Background: an optimization exercise with open tools, aiming at small area, a short achievable clock period and few clock cycles per item. Do not read the settings as production practice.
In this exercise RTL edits were held to simulation tests only and were not proved equivalent to the original.
Power and IR drop assume default switching activity.

`config.mk`:
```
export PLATFORM = sky130hd
export DESIGN_NAME = wildcard_pattern_matcher
export DESIGN_NICKNAME = wildcard_pattern_matcher
export VERILOG_FILES = /design/flow/design.v
export SDC_FILE = /design/flow/constraint.sdc
export NUM_CORES = 4
export LEC_CHECK = 0
export CAP_MARGIN = 20
export CORE_MARGIN = 2
export CORE_UTILIZATION = 40
export SLEW_MARGIN = 20
```
`design.v`:
```
package wpm_pkg;
   localparam int MAX_PATTERN_DEFAULT = 32;
   localparam logic [7:0] STAR_CHAR     = 8'h2A;
   localparam logic [7:0] QUESTION_CHAR = 8'h3F;
   typedef enum logic {
      OP_START = 1'b0,
      OP_CHAR  = 1'b1
   } op_type;
   typedef enum logic [2:0] {
      REG_PATTERN_WORD0  = 3'd0,
      REG_PATTERN_WORD1  = 3'd1,
      REG_PATTERN_WORD2  = 3'd2,
      REG_PATTERN_WORD3  = 3'd3,
      REG_PATTERN_LENGTH = 3'd4
   } csr_index_type;
   typedef struct packed {
      logic [255:0] pattern;
      logic [5:0]   length;
   } pattern_cfg_type;
   typedef struct packed {
      op_type     op;
      logic [7:0] text_char;
   } step_type;
   typedef struct packed {
      logic alive;
      logic matched;
   } result_type;
endpackage
module wpm_csr_regs (
   input  logic                     clock,
   input  logic                     reset,
   input  logic                     csr_valid,
   output logic                     csr_ready,
   input  logic [2:0]               csr_index,
   input  logic [63:0]              csr_data,
   output wpm_pkg::pattern_cfg_type cfg
);
   logic [63:0] pattern_word_ff [4];
   logic [63:0] pattern_word_in [4];
   logic [5:0]  pattern_length_ff;
   logic [5:0]  pattern_length_in;
   assign csr_ready = 1'b1;
   always_comb begin
      for (int w = 0; w < 4; w++)
         pattern_word_in[w] = pattern_word_ff[w];
      pattern_length_in = pattern_length_ff;
      if (csr_valid) begin
         case (csr_index)
            wpm_pkg::REG_PATTERN_WORD0:  pattern_word_in[0] = csr_data;
            wpm_pkg::REG_PATTERN_WORD1:  pattern_word_in[1] = csr_data;
            wpm_pkg::REG_PATTERN_WORD2:  pattern_word_in[2] = csr_data;
            wpm_pkg::REG_PATTERN_WORD3:  pattern_word_in[3] = csr_data;
            wpm_pkg::REG_PATTERN_LENGTH: pattern_length_in = csr_data[5:0];
            default: begin
            end
         endcase
      end
   end
   always_ff @(posedge clock) begin
      if (reset) begin
         pattern_word_ff[0] <= '0;
         pattern_word_ff[1] <= '0;
         pattern_word_ff[2] <= '0;
         pattern_word_ff[3] <= '0;
         pattern_length_ff  <= '0;
      end else begin
         for (int w = 0; w < 4; w++)
            pattern_word_ff[w] <= pattern_word_in[w];
         pattern_length_ff <= pattern_length_in;
      end
   end
   assign cfg.pattern = {pattern_word_ff[3], pattern_word_ff[2],
                         pattern_word_ff[1], pattern_word_ff[0]};
   assign cfg.length  = pattern_length_ff;
endmodule
module wpm_column_unit #(
   parameter int MAX_PATTERN = wpm_pkg::MAX_PATTERN_DEFAULT
) (
   input  logic                     clock,
   input  logic                     reset,
   input  logic                     step_valid,
   input  wpm_pkg::step_type        step,
   input  wpm_pkg::pattern_cfg_type cfg,
   output wpm_pkg::result_type      result
);
   localparam int COL_W  = MAX_PATTERN + 1;
   localparam int IDX_W  = $clog2(COL_W);
   localparam int LEVELS = $clog2(COL_W);
   logic [COL_W-1:0] column_ff;
   logic [COL_W-1:0] column_in;
   logic [COL_W-1:0] gen;
   logic [COL_W-1:0] prop;
   logic [COL_W-1:0] col_mask;
   logic [COL_W-1:0] next_col;
   logic [COL_W-1:0] gen_lv  [0:LEVELS];
   logic [COL_W-1:0] prop_lv [0:LEVELS];
   logic [5:0]       used_len;
   logic [IDX_W-1:0] used_idx;
   logic [7:0]       pat_ch;
   always_comb begin
      used_len = (cfg.length > 6'(MAX_PATTERN)) ? 6'(MAX_PATTERN) : cfg.length;
      used_idx = used_len[IDX_W-1:0];
   end
   always_comb begin
      gen    = '0;
      prop   = '0;
      pat_ch = '0;
      gen[0] = (step.op == wpm_pkg::OP_START);
      for (int i = 1; i < COL_W; i++) begin
         pat_ch  = cfg.pattern[8*(i-1) +: 8];
         prop[i] = (pat_ch == wpm_pkg::STAR_CHAR);
         if (step.op == wpm_pkg::OP_CHAR) begin
            if (pat_ch == wpm_pkg::STAR_CHAR) begin
               gen[i] = column_ff[i];
            end else if (pat_ch == wpm_pkg::QUESTION_CHAR || pat_ch == step.text_char) begin
               gen[i] = column_ff[i-1];
            end
         end
      end
   end
   always_comb begin
      gen_lv[0]  = gen;
      prop_lv[0] = prop;
      for (int lv = 0; lv < LEVELS; lv++) begin
         for (int i = 0; i < COL_W; i++) begin
            if (i >= (1 << lv)) begin
               gen_lv[lv+1][i]  = gen_lv[lv][i]
                                | (prop_lv[lv][i] & gen_lv[lv][i - (1 << lv)]);
               prop_lv[lv+1][i] = prop_lv[lv][i] & prop_lv[lv][i - (1 << lv)];
            end else begin
               gen_lv[lv+1][i]  = gen_lv[lv][i];
               prop_lv[lv+1][i] = prop_lv[lv][i];
            end
         end
      end
   end
   always_comb begin
      for (int i = 0; i < COL_W; i++) begin
         col_mask[i] = (6'(i) <= used_len);
      end
      next_col = gen_lv[LEVELS] & col_mask;
   end
   assign column_in = step_valid ? next_col : column_ff;
   always_ff @(posedge clock) begin
      if (reset) begin
         column_ff <= COL_W'(1);
      end else begin
         column_ff <= column_in;
      end
   end
   assign result.matched = next_col[used_idx];
   assign result.alive   = |next_col;
endmodule
module wildcard_pattern_matcher #(
   parameter int MAX_PATTERN = wpm_pkg::MAX_PATTERN_DEFAULT
) (
   input  logic        clock,
   input  logic        reset,
   input  logic        req_tvalid,
   output logic        req_tready,
   input  logic [7:0]  req_tdata,    
   input  logic [0:0]  req_tuser,    
   output logic        rsp_tvalid,
   input  logic        rsp_tready,
   output logic [7:0]  rsp_tdata,    
   input  logic        csr_valid,
   output logic        csr_ready,
   input  logic [2:0]  csr_index,
   input  logic [63:0] csr_data
);
   wpm_pkg::pattern_cfg_type cfg;
   wpm_pkg::step_type        step_ff;
   wpm_pkg::step_type        step_in;
   logic            step_valid_ff;
   logic            step_valid_in;
   logic            advance;
   wpm_pkg::result_type      result;
   wpm_pkg::result_type      rsp_data_ff;
   wpm_pkg::result_type      rsp_data_in;
   logic            rsp_valid_ff;
   logic            rsp_valid_in;
   wpm_csr_regs u_csr_regs (
      .clock     (clock),
      .reset     (reset),
      .csr_valid (csr_valid),
      .csr_ready (csr_ready),
      .csr_index (csr_index),
      .csr_data  (csr_data),
      .cfg       (cfg)
   );
   assign advance    = step_valid_ff && (!rsp_valid_ff || rsp_tready);
   assign req_tready = !step_valid_ff || advance;
   always_comb begin
      step_in       = step_ff;
      step_valid_in = step_valid_ff;
      if (req_tvalid && req_tready) begin
         step_in.op        = wpm_pkg::op_type'(req_tuser[0]);
         step_in.text_char = req_tdata;
         step_valid_in     = 1'b1;
      end else if (advance) begin
         step_valid_in = 1'b0;
      end
   end
   always_ff @(posedge clock) begin
      if (reset) begin
         step_valid_ff <= 1'b0;
      end else begin
         step_valid_ff <= step_valid_in;
      end
   end
   always_ff @(posedge clock) begin
      step_ff <= step_in;
   end
   wpm_column_unit #(
      .MAX_PATTERN (MAX_PATTERN)
   ) u_column_unit (
      .clock      (clock),
      .reset      (reset),
      .step_valid (advance),
      .step       (step_ff),
      .cfg        (cfg),
      .result     (result)
   );
   always_comb begin
      rsp_data_in  = rsp_data_ff;
      rsp_valid_in = rsp_valid_ff;
      if (advance) begin
         rsp_data_in  = result;
         rsp_valid_in = 1'b1;
      end else if (rsp_tready) begin
         rsp_valid_in = 1'b0;
      end
   end
   always_ff @(posedge clock) begin
      if (reset) begin
         rsp_valid_ff <= 1'b0;
      end else begin
         rsp_valid_ff <= rsp_valid_in;
      end
   end
   always_ff @(posedge clock) begin
      rsp_data_ff <= rsp_data_in;
   end
   assign rsp_tvalid = rsp_valid_ff;
   assign rsp_tdata  = {6'b0, rsp_data_ff.alive, rsp_data_ff.matched};
endmodule
```
`run.sh`:
```
#!/bin/bash
# synth_recipe.tcl (not shown) runs the flow's synth.tcl, then flattens the netlist and writes it again
# the make line also repeats each setting of config.mk as NAME=value (left out here)
make -C /OpenROAD-flow-scripts/flow DESIGN_CONFIG=/design/flow/config.mk WORK_HOME=/design/flow/orfs CLKGATE_MAP_FILE= SYNTH_SCRIPT=/design/flow/synth_recipe.tcl finish
```
`constraint.sdc`:
```
create_clock -name core_clock -period 5.5 [get_ports {clock}]
set_input_delay 1.1000 -clock core_clock [delete_from_list [all_inputs] [get_ports {clock}]]
set_output_delay 1.1000 -clock core_clock [all_outputs]
set_load 0.01 [all_outputs]
```
==> summary.txt <==
power groups by stage:
stage                     clock, W  sequential [W]  combinational, W
final                      0.00244         0.00235          0.000515
after global routing       0.00258         0.00236          0.000554
after CTS                  0.00248         0.00235          0.000511
after detailed placement         0         0.00240          0.000508
after global placement           0         0.00240          0.000504
after floorplan                  0         0.00238          0.000329
Yosys cell counts, types with 13 or more instances:
| library cell | instances |
|---|---|
| inv_1 | 17 |
| and2_1 | 13 |
| buf_1 | 21 |
| buf_4 | 17 |
| nand2_1 | 627 |
| nor3_1 | 58 |
| a211oi_1 | 13 |
| or4_1 | 13 |
| and3_1 | 22 |
| nor4_1 | 51 |
| nand3_1 | 70 |
| o31ai_1 | 15 |
| a21oi_1 | 333 |
| dfxtp_1 | 297 |
| clkbuf_1 | 92 |
| o21ai_0 | 38 |
| xnor2_1 | 106 |
| nor2_1 | 108 |
| buf_6 | 20 |
| nand4_1 | 54 |
| xor2_1 | 150 |
| o211ai_1 | 13 |
| or3_1 | 15 |
worst max path at each step:
stage / slack (ps) / start / end
finish: 500 / u_csr_regs.pattern_word_ff[2][24] / rsp_data_ff[1]
CTS: 530 / u_csr_regs.pattern_word_ff[2][24] / rsp_data_ff[1]
floorplan: 1630 / step_ff[4] / rsp_data_ff[1]
detailed placement: 610 / u_csr_regs.pattern_word_ff[2][24] / rsp_data_ff[1]
global route: 220 / u_csr_regs.pattern_word_ff[1][46] / rsp_data_ff[1]
global placement: 600 / u_csr_regs.pattern_word_ff[2][24] / rsp_data_ff[1]
stage by stage:
stage | cells | setup WS, ps | total power [W]
after floorplan | 2375 | 1630 | 0.00271
after global placement | 2941 | 597 | 0.00290
after detailed placement | 2941 | 612 | 0.00291
after CTS | 3006 | 527 | 0.00534
after global routing | 3006 | 219 | 0.00549
final | 3006 | 499 | 0.00530
final cells by class:
class	count	area (um^2)	share of cell area (%)
Clock inverter	12	145	0.721
Inverter	17	63.8	0.317
Timing Repair Buffer	129	1260	6.25
Clock buffer	53	1050	5.24
Tap cell	592	741	3.68
Multi-Input combinational cell	1895	10600	52.6
Sequential cell	308	6280	31.2
critical path, stage by stage (launching register included):
cell and delay, ps:
dfxtp_1 340, or3_1 400, nor3_2 400, o31a_1 380, o221a_2 360, o21ai_0 110, a211oi_1 600, o221ai_1 250
a21o_1 220, a21boi_0 140, or4_1 560, or4_1 420, or4b_1 520
state kept, by name, summed over array words and instances, names as in the netlist:
| signal | flops |
|---|---|
| u_csr_regs.pattern_length_ff | 6 |
| rsp_data_ff | 2 |
| rsp_valid_ff | 1 |
| step_valid_ff | 1 |
| step_ff | 9 |
| u_column_unit.column_ff | 33 |
| u_csr_regs.pattern_word_ff | 256 |
logic make-up (layout without fill, tap and decap cells):
kind of cell / count (synthesis) / after routing / share of synthesized area (%)
multiplexers: 10 / 10 / 0.566
XOR/XNOR: 256 / 256 / 12.7
buffers and inverters: 172 / 211 / 4.95
other: 2 / 7 / 0.0425
flip-flops: 308 / 308 / 35.5
AND/OR/NAND/NOR: 1102 / 1102 / 28.8
AO/OA/AOI/OAI: 520 / 520 / 17.5
per-layer routing:
layer  wire (um)  up-vias
li1            -     8234
met1       29000     8414
met2       30400      652
met3        4570      141
met4        2570        0
met5           0        -
==> results.sh <==
export IMPL_post_drt_wl_per_cell_um=22.2
export IMPL_drt_pass1_iterations=5
export IMPL_use_met3_pct=4.13
export IMPL_clockRootBuffer="clkbuf_16"
export IMPL_switching_power_w=0.00139
export IMPL_hold_viol_final=0
export IMPL_clk_pin_slew_ps=60
export IMPL_antenna_found_initial=1
export IMPL_synth_avg_cell_area_um2=7.46
export IMPL_r2r_slack_ps=500
export IMPL_setup_viol=0
export IMPL_cts_resized=0
export IMPL_numPortBuffers=84
export IMPL_fp_dieH_um=214
export IMPL_cap_violations=0
export IMPL_io_pins=92
export IMPL_r2r_end="rsp_data_ff[1]"
export IMPL_gr_usage_met2_pct=45.8
export IMPL_die_x_um=214
export IMPL_drt_wl_total_um=66600
export IMPL_min_from="u_column_unit.column_ff[0]"
export IMPL_syn2layout_area_growth_pct=13.8
export IMPL_start_kind="flip-flop"
export IMPL_cts_setup_buffers=0
export IMPL_die_area_um2=45900
export IMPL_period_needed_ps=5000
export IMPL_synth_top_cell_by_area="dfxtp_1"
export IMPL_synth_warning_count=7
export IMPL_grt_pass1_vias=16500
export IMPL_hp_class="flip-flop to flip-flop"
export IMPL_critical_path_class="flip-flop to flip-flop"
export IMPL_cp_end_kind="flip-flop"
export IMPL_hpwl_um=47900
export IMPL_tns_ps=0
export IMPL_h_tree_depth=2
export IMPL_netlist_area_um2=17700
export IMPL_p_comb_share_pct=9.7
export IMPL_num_antenna_cells=0
export IMPL_synth_edff_count=11
export IMPL_cts_num_sinks=308
export IMPL_nets=2468
export IMPL_numCtsBuffers=36
export IMPL_p_sw_share_pct=26.1
export IMPL_whs_path_depth=1
export IMPL_ff2ff_path_depth=12
export IMPL_grt_pass1_wl_um=101000
export IMPL_synthFlopType="dfxtp_1"
export IMPL_ir_worst_vdd_v=0.000248
export IMPL_clk_latency_ps=570
export IMPL_num_rows=77
export IMPL_core_um2=43900
export IMPL_clock_power_share_pct=45.9
export IMPL_status="complete, no violations"
export IMPL_synthTopCellsByArea="dfxtp_1, nand2_1, a21oi_1, xor2_1, xnor2_1"
export IMPL_fmax_ghz=0.200
export IMPL_r2r_start="u_csr_regs.pattern_word_ff[2][24]"
export IMPL_grt_overflow=0
export IMPL_async_flop_share_pct=0
export IMPL_use_met1_pct=38.4
export IMPL_synth_seq_cells=308
export IMPL_slew_headroom_pct=23.2
export IMPL_holdBufCountCts=0
export IMPL_drc_errors=0
export IMPL_via_per_inst=5.80
export IMPL_p_seq_share_pct=44.3
export IMPL_power_internal_w=0.00392
export IMPL_layout_common_cells="nand2_1, a21oi_1, dfxtp_1"
export IMPL_hold_ws_ps=477
export IMPL_drive_gt1_share_pct=5.97
export IMPL_grt_max_degree=92
export IMPL_crit_arrival_ps=5280
export IMPL_mostFrequentLayoutCell="nand2_1"
export IMPL_drv_slew=0
export IMPL_worst_slew_pin_slew_ps=1140
export IMPL_final_area_um2=20100
export IMPL_nFillCells=4536
export IMPL_path_max_fanout=4
export IMPL_required_ps=5780
export IMPL_start_util_pct=40.2
export IMPL_leakagePower_nw=6.73
export IMPL_ys_seq_area_share_pct=35.5
export IMPL_utilization_pct=45.8
export IMPL_gp_congestion=0.945
export IMPL_cts_buffer_depth=3
export IMPL_hold_end="u_column_unit.column_ff[0]"
export IMPL_synthCells=2370
export IMPL_grt_busiest_layer="met2"
export IMPL_antenna_left=0
export IMPL_cts_tree="yes"
export IMPL_finalCritPeriodShare_pct=90.9
export IMPL_synth_top_cell_area_share_pct=33.6
export IMPL_grt_usage_pct=28.4
export IMPL_rsz0062_at_grt="false"
export IMPL_ys_types=88
export IMPL_drtIter0Drc=1540
export IMPL_finalClockSkew_ps=34.3
export IMPL_vias=17400
export IMPL_p_per_area_nw_per_um2=264
export IMPL_post_dp_cell_area_um2=18900
Testbench counts, summed over its fixed seeds: cycles 19,978, items 19,850.

[afterwards: timing with drivers on the ports]
The flow's constraints put no driver on any port. The routed layout listed below was extracted and timed again, unchanged, in two steps. Step 1, drivers: a clkbuf_16 drives clock and a buf_2 each remaining input, both assumed. Step 2 moves the port delays by t, midway between the first and last clock arrival at a register: inputs arrive t later, outputs are due t later. That takes back most of the time a late clock gives input paths. Slacks: ideal ports / drivers / drivers and shift; pairs: ideal ports / drivers.
t (ns): 0.610
slack for setup (ns): 0.499 / 0.499 / 0.499
latest minus earliest clock arrival (ns): 0.034 / 0.034
worst slew at a driven data input, ns: 0.11
After both steps setup and hold are still met in this run. The setup slack of this run moves by 0.000 ns with the drivers and by 0.000 ns with both steps.
